Source: an optimization exercise on an open RTL-to-GDS flow (aim: small area, a short achievable clock period and few clock cycles per item). Production flows keep margins and buffers that such runs may drop.
In this exercise RTL edits were held to simulation tests only and were not proved equivalent to the original.

<file path="design/flow/design.v">
`default_nettype none
module matvec_engine #(
  parameter int N          = 8,
  parameter int DATA_WIDTH = 8,
  parameter int ACC_WIDTH  = 2*DATA_WIDTH+$clog2(N),
  parameter int ADDR_WIDTH = 32
) (
  input  logic                      clk,
  input  logic                      rst_n,
  input  logic                      start,
  input  logic                      signed_mode,
  input  logic [ADDR_WIDTH-1:0]     base_addr,
  output logic [ADDR_WIDTH-1:0]     mm_address,
  output logic                      mm_read,
  input  logic [N*DATA_WIDTH-1:0]   mm_readdata,
  input  logic                      mm_readdatavalid,
  input  logic                      mm_waitrequest,
  output logic [N*ACC_WIDTH-1:0]    c_out,
  output logic                      busy,
  output logic                      done,
  output logic [1:0]                current_state
);
  localparam int CNT_W = $clog2(N+2);
  localparam int COL_W = $clog2(N);
  localparam int EXT_W = (ACC_WIDTH > 2*DATA_WIDTH) ? ACC_WIDTH : 2*DATA_WIDTH;
  localparam logic [CNT_W-1:0] C_WORDS    = CNT_W'(N+1);
  localparam logic [CNT_W-1:0] C_LAST_RSP = CNT_W'(N);
  localparam logic [COL_W-1:0] C_LAST_COL = COL_W'(N-1);
  typedef enum logic [1:0] {
    S_IDLE    = 2'd0,
    S_FETCH   = 2'd1,
    S_COMPUTE = 2'd2
  } state_t;
  state_t                   r_state;
  state_t                   w_state_next;
  logic [CNT_W-1:0]         r_issue_cnt;
  logic [CNT_W-1:0]         r_rsp_cnt;
  logic [COL_W-1:0]         r_col;
  logic [ADDR_WIDTH-1:0]    r_base;
  logic                     r_signed;
  logic                     r_done;
  logic [N*DATA_WIDTH-1:0]  r_rows [0:N];
  logic [ACC_WIDTH-1:0]     r_acc  [N];
  logic [ACC_WIDTH-1:0]     w_prod [N];
  logic                     w_start_ok;
  logic                     w_issue;
  logic                     w_accept;
  logic                     w_capture;
  logic                     w_last_rsp;
  logic                     w_last_col;
  logic [DATA_WIDTH-1:0]    w_b;
  logic [EXT_W-1:0]         w_b_ext;
  assign w_start_ok = (r_state == S_IDLE) && start;
  assign w_issue    = (r_state == S_FETCH) && (r_issue_cnt < C_WORDS);
  assign w_accept   = w_issue && !mm_waitrequest;
  assign w_capture  = (r_state == S_FETCH) && mm_readdatavalid && (r_rsp_cnt < C_WORDS);
  assign w_last_rsp = w_capture && (r_rsp_cnt == C_LAST_RSP);
  assign w_last_col = (r_state == S_COMPUTE) && (r_col == C_LAST_COL);
  assign mm_read       = w_issue;
  assign mm_address    = w_issue ? (r_base + ADDR_WIDTH'(r_issue_cnt)) : '0;
  assign busy          = (r_state != S_IDLE);
  assign done          = r_done;
  assign current_state = r_state;
  always_ff @(posedge clk or negedge rst_n) begin
    if (!rst_n) r_state <= S_IDLE;
    else        r_state <= w_state_next;
  end
  always_comb begin
    w_state_next = r_state;
    case (r_state)
      S_IDLE:    if (start)      w_state_next = S_FETCH;
      S_FETCH:   if (w_last_rsp) w_state_next = S_COMPUTE;
      S_COMPUTE: if (w_last_col) w_state_next = S_IDLE;
      default:                   w_state_next = S_IDLE;
    endcase
  end
  always_ff @(posedge clk or negedge rst_n) begin
    if (!rst_n) begin
      r_issue_cnt <= '0;
      r_rsp_cnt   <= '0;
      r_col       <= '0;
      r_base      <= '0;
      r_signed    <= 1'b0;
    end else if (w_start_ok) begin
      r_issue_cnt <= '0;
      r_rsp_cnt   <= '0;
      r_col       <= '0;
      r_base      <= base_addr;
      r_signed    <= signed_mode;
    end else begin
      if (w_accept)                r_issue_cnt <= r_issue_cnt + CNT_W'(1);
      if (w_capture)               r_rsp_cnt   <= r_rsp_cnt + CNT_W'(1);
      if (w_last_rsp)              r_col       <= '0;
      else if (r_state == S_COMPUTE) r_col     <= r_col + COL_W'(1);
    end
  end
  always_ff @(posedge clk or negedge rst_n) begin
    if (!rst_n) begin
      for (int r = 0; r <= N; r++) r_rows[r] <= '0;
    end else if (w_capture) begin
      r_rows[r_rsp_cnt] <= mm_readdata;
    end
  end
  always_ff @(posedge clk or negedge rst_n) begin
    if (!rst_n)          r_done <= 1'b0;
    else if (w_start_ok) r_done <= 1'b0;
    else if (w_last_col) r_done <= 1'b1;
  end
  assign w_b     = r_rows[N][r_col*DATA_WIDTH +: DATA_WIDTH];
  assign w_b_ext = r_signed ? {{(EXT_W-DATA_WIDTH){w_b[DATA_WIDTH-1]}}, w_b}
                            : {{(EXT_W-DATA_WIDTH){1'b0}}, w_b};
  generate
    for (genvar i = 0; i < N; i++) begin : g_lane
      logic [DATA_WIDTH-1:0] w_a;
      logic [EXT_W-1:0]      w_a_ext;
      logic [EXT_W-1:0]      w_full;
      assign w_a       = r_rows[i][r_col*DATA_WIDTH +: DATA_WIDTH];
      assign w_a_ext   = r_signed ? {{(EXT_W-DATA_WIDTH){w_a[DATA_WIDTH-1]}}, w_a}
                                  : {{(EXT_W-DATA_WIDTH){1'b0}}, w_a};
      assign w_full    = w_a_ext * w_b_ext;
      assign w_prod[i] = w_full[ACC_WIDTH-1:0];
      assign c_out[i*ACC_WIDTH +: ACC_WIDTH] = r_acc[i];
    end
  endgenerate
  always_ff @(posedge clk or negedge rst_n) begin
    if (!rst_n) begin
      for (int i = 0; i < N; i++) r_acc[i] <= '0;
    end else if (w_start_ok) begin
      for (int i = 0; i < N; i++) r_acc[i] <= '0;
    end else if (r_state == S_COMPUTE) begin
      for (int i = 0; i < N; i++) r_acc[i] <= r_acc[i] + w_prod[i];
    end
  end
endmodule
`default_nettype wire
</file>
<file path="design/flow/run.sh">
#!/bin/bash
# synth_recipe.tcl (not shown) runs the flow's synth.tcl, then flattens the netlist and writes it again
# the make line also repeats each setting of config.mk as NAME=value (left out here)
make -C /OpenROAD-flow-scripts/flow DESIGN_CONFIG=/design/flow/config.mk WORK_HOME=/design/flow/orfs CLKGATE_MAP_FILE= SYNTH_SCRIPT=/design/flow/synth_recipe.tcl finish
</file>
<file path="design/flow/config.mk">
export PLATFORM = sky130hd
export DESIGN_NAME = matvec_engine
export DESIGN_NICKNAME = matvec_engine
export VERILOG_FILES = /design/flow/design.v
export SDC_FILE = /design/flow/constraint.sdc
export NUM_CORES = 4
export LEC_CHECK = 0
export CAP_MARGIN = 20
export CORE_MARGIN = 2
export CORE_UTILIZATION = 40
export SLEW_MARGIN = 20
</file>
<file path="design/flow/constraint.sdc">
create_clock -name core_clock -period 10.0 [get_ports {clk}]
set_input_delay 2.0000 -clock core_clock [delete_from_list [all_inputs] [get_ports {clk}]]
set_output_delay 2.0000 -clock core_clock [all_outputs]
set_load 0.01 [all_outputs]
</file>
==> impl_metrics.ini <==
[clocking]
clkSinkCount = 775
clockRootBuffer = clkbuf_16
clk_latency_ps = 720
numCtsBuffers = 92
cts_max_level = 3
tritoncts = yes
cts_buffer_depth = 3
holdBufCountCts = 0
post_cts_resized = 0
cts_setup_buffers = 0
clkTransAtPathRegs_ps = 60

[placed_design]
gp_congestion = 0.882
portBuffers = 290
dp_hpwl_mm = 150
post-place-ws_ps = 1350

[layout]
drive_above_1_share_pct = 15.6
nets = 8779
area_growth_pct = 12.5

[synthesis]
synth_cells = 6950
synth.area.mux_share_pct = 14.3
synthAdderAreaFrac_pct = 34.2
seq_area_frac_synth_pct = 26.1
ys_top_cells_by_count = inv_1, fa_1, dfrtp_1
yosys_warnings = 4
synth_top_family_by_area = adder cells
synth_seq_cells = 775
async_flop_share_pct = 100
synthesis.nets = 8546
synth_area_leaders = dfrtp_1, fa_1, ha_1
synth_compound_area_share_pct = 4.29
yosysUniqueCellTypes = 66
post_synth.cell_area_avg_um2 = 10.7
synth_most_common_cell = inv_1
yosys.area.top_type = dfrtp_1
synth_edf_count = 0
synth-simple-area-share_pct = 8.18
dominantRegCellSynth = dfrtp_1
synth_top_area_share_pct = 26.1
synthesis.area_mm2 = 0.0742
synth_xor_area_share_pct = 4.40

[routing]
drc = 0
wl_per_cell_um = 20.3
vias_per_cell = 5.13
ant_nets = 0
drt_iter0_drc = 3234
wl_mm = 198
vias = 49953
firstDrtPassIters = 6

[timing]
setup_viol = 0
rsz0062_at_grt = no
post-route-min-period_ps = 8660
hold_viol = 0
clock.fmax_ghz = 0.116
post-route-period-util_pct = 86.6
clock_skew_ps = 30.3
fin_ws_ps = 1340
worstMarginPinSlew_ps = 1150
finalMaxSlewViolations = 0
slew_headroom_pct = 21.2
fin_tns_setup_ps = 0

[setup_path]
critical_path.top_delay_family = adder cells
crit_chain = buf_12, mux4_2, mux2i_4, nor2b_1, nand2_1, fa_1, fa_1, fa_1, fa_1, inv_1, fa_1, fa_1, inv_1, fa_1, inv_1, ha_1, a21oi_1, o21bai_1, a21oi_1, o211ai_1, a21oi_1, xnor2_1, o21ai_1
path_class = reg2reg
cp_slowest_stage_delay_ps = 860
end_kind = register
worst_ep_required_time_ps = 10570
crit_path_top_delay_cell = nor2b_1
worst_ep_arrival_time_ps = 9220
critPathBufInv = 4
crit_path_max_fanout = 32
startpoint_type = register
timing.critical_path.mode_cell = fa_1

[global_route]
grt_usage_pct = 21.3
grt_max_degree = 171
antenna_found_initial = 25
grt_first_pass_wirelength_mm = 314
overflow = 0
grt_pass1_vias = 53211

[floorplan]
start_util_pct = 40.2
die_area_mm2 = 0.189
row_count = 158
die_x_um = 435
coreArea_mm2 = 0.185
ios = 291
die_y_um = 435

[hold_path]
hold_class = reg2reg

[flow_run]
maxCapViolCount = 0

[run_status]
status = timing/DRC/antenna clean
[logic make-up after synthesis]
| family | after synthesis |
|---|---|
| buffers and inverters | 1637 |
| AND/OR/NAND/NOR | 1361 |
| multiplexers | 802 |
| XOR/XNOR | 373 |
| AO/OA/AOI/OAI | 500 |
| flip-flops | 775 |
| adder cells (fa/ha/maj) | 1502 |
[worst paths after layout]
| kind | start | to | slack (ps) | cells after the start |
|---|---|---|---|---|
| worst max register to register | r_col[0]$_DFFE_PN0P_ | r_acc[6][18]$_DFFE_PN0P_ | 1340 | 23 |
| worst max-delay path | r_col[0]$_DFFE_PN0P_ | r_acc[6][18]$_DFFE_PN0P_ | 1340 | 23 |
| worst min-delay path | r_base[3]$_DFFE_PN0P_ | r_base[3]$_DFFE_PN0P_ | 490 | 2 |
| min in group asynchronous | rst_n | r_acc[7][4]$_DFFE_PN0P_ | 1320 | 1 |
| max in group asynchronous | rst_n | r_rows[2][38]$_DFFE_PN0P_ | 6480 | 3 |
| worst min register to register | r_base[3]$_DFFE_PN0P_ | r_base[3]$_DFFE_PN0P_ | 490 | 2 |
[cell usage in the layout, fill, tap and decap left out, drive strengths merged, types with 18 or more instances in the layout]
master / netlist / final
nand2: 323 / 323
a31oi: 18 / 18
o21a: 19 / 19
inv: 1367 / 1373
nor2b: 26 / 26
a22o: 26 / 26
mux2i: 73 / 73
ha: 613 / 613
nor3: 36 / 36
o21ai: 154 / 154
fa: 881 / 881
dfrtp: 775 / 775
buf: 81 / 120
xor2: 102 / 102
clkbuf: 189 / 133
xnor2: 271 / 271
mux2: 585 / 585
or2: 75 / 75
nand2b: 95 / 95
nand3: 85 / 85
a21oi: 113 / 113
nor2: 613 / 613
and3: 21 / 21
a21o: 41 / 41
or3: 36 / 36
mux4: 144 / 144
clkdlybuf4s50: 0 / 289
[sequential cells by signal, summed over array words and instances (netlist names)]
signal,count
r_rows,576
r_acc,152
r_base,32
r_issue_cnt,4
r_rsp_cnt,4
r_col,3
r_state,2
r_done,1
r_signed,1
[final cells by class]
type,count,area (um2)
fillers,17149,101000
multi-input cells,4538,48800
flip-flops and latches,775,19400
inverters,1367,5130
repair buffers,409,3950
well taps,2480,3100
clock buffers,133,2680
clock inverters,32,470
diodes,8,20.0
[per-layer routing]
| layer | routed length, um | track usage (%) | share of wire, % |
|---|---|---|---|
| met5 | 165 | 0 | 0.083 |
| met4 | 4300 | 4.50 | 2.2 |
| met3 | 9680 | 3.31 | 4.9 |
| met2 | 94000 | 35.2 | 48 |
| met1 | 89500 | 29.6 | 45 |
[worst min-delay path, stage by stage, from the launching register on]
cell     delay [ps]
dfrtp_1         350
nand2_1          50
nand2_1          60
[through the flow]
step                hold WS (ps)  instance area (um2)  instances  utilization (%)
global route                 505                83500       9738             45.2
CTS                          496                83500       9733             45.2
global placement             469                80400       9568             43.5
floorplan                    450                74200       6950                -
finish                       493                83500       9742             45.2
detailed placement           476                80400       9568             43.5
Testbench counts, summed over its fixed seeds: cycles 5,120, runs 256.

## static timing again, ports no longer ideal
No port has a modelled driver above. Below, the same layout with a new extraction and two added sets of constraints.
Step 1: set_driving_cell puts a clkbuf_16 on clk and a buf_2 on each other input, an assumption about the parent block.
Step 2 moves the port delays by t, midway between the first and last clock arrival at a register: inputs arrive t later, outputs are due t later. That takes back most of the time a late clock gives input paths.
Three values: ideal, step 1, step 2; two values: the first two.
t, ns: 0.788
setup slack, ns: 1.345 / 1.345 / 1.345
worst setup path at the end: register to register
slew at the worst register clock pin (ns): 0.07 / 0.07
cell pins on the clock port's net: 1
After both steps this run still meets setup and hold. For this run, drivers alone change the setup slack by 0.000 ns; drivers and shift together by 0.000 ns.
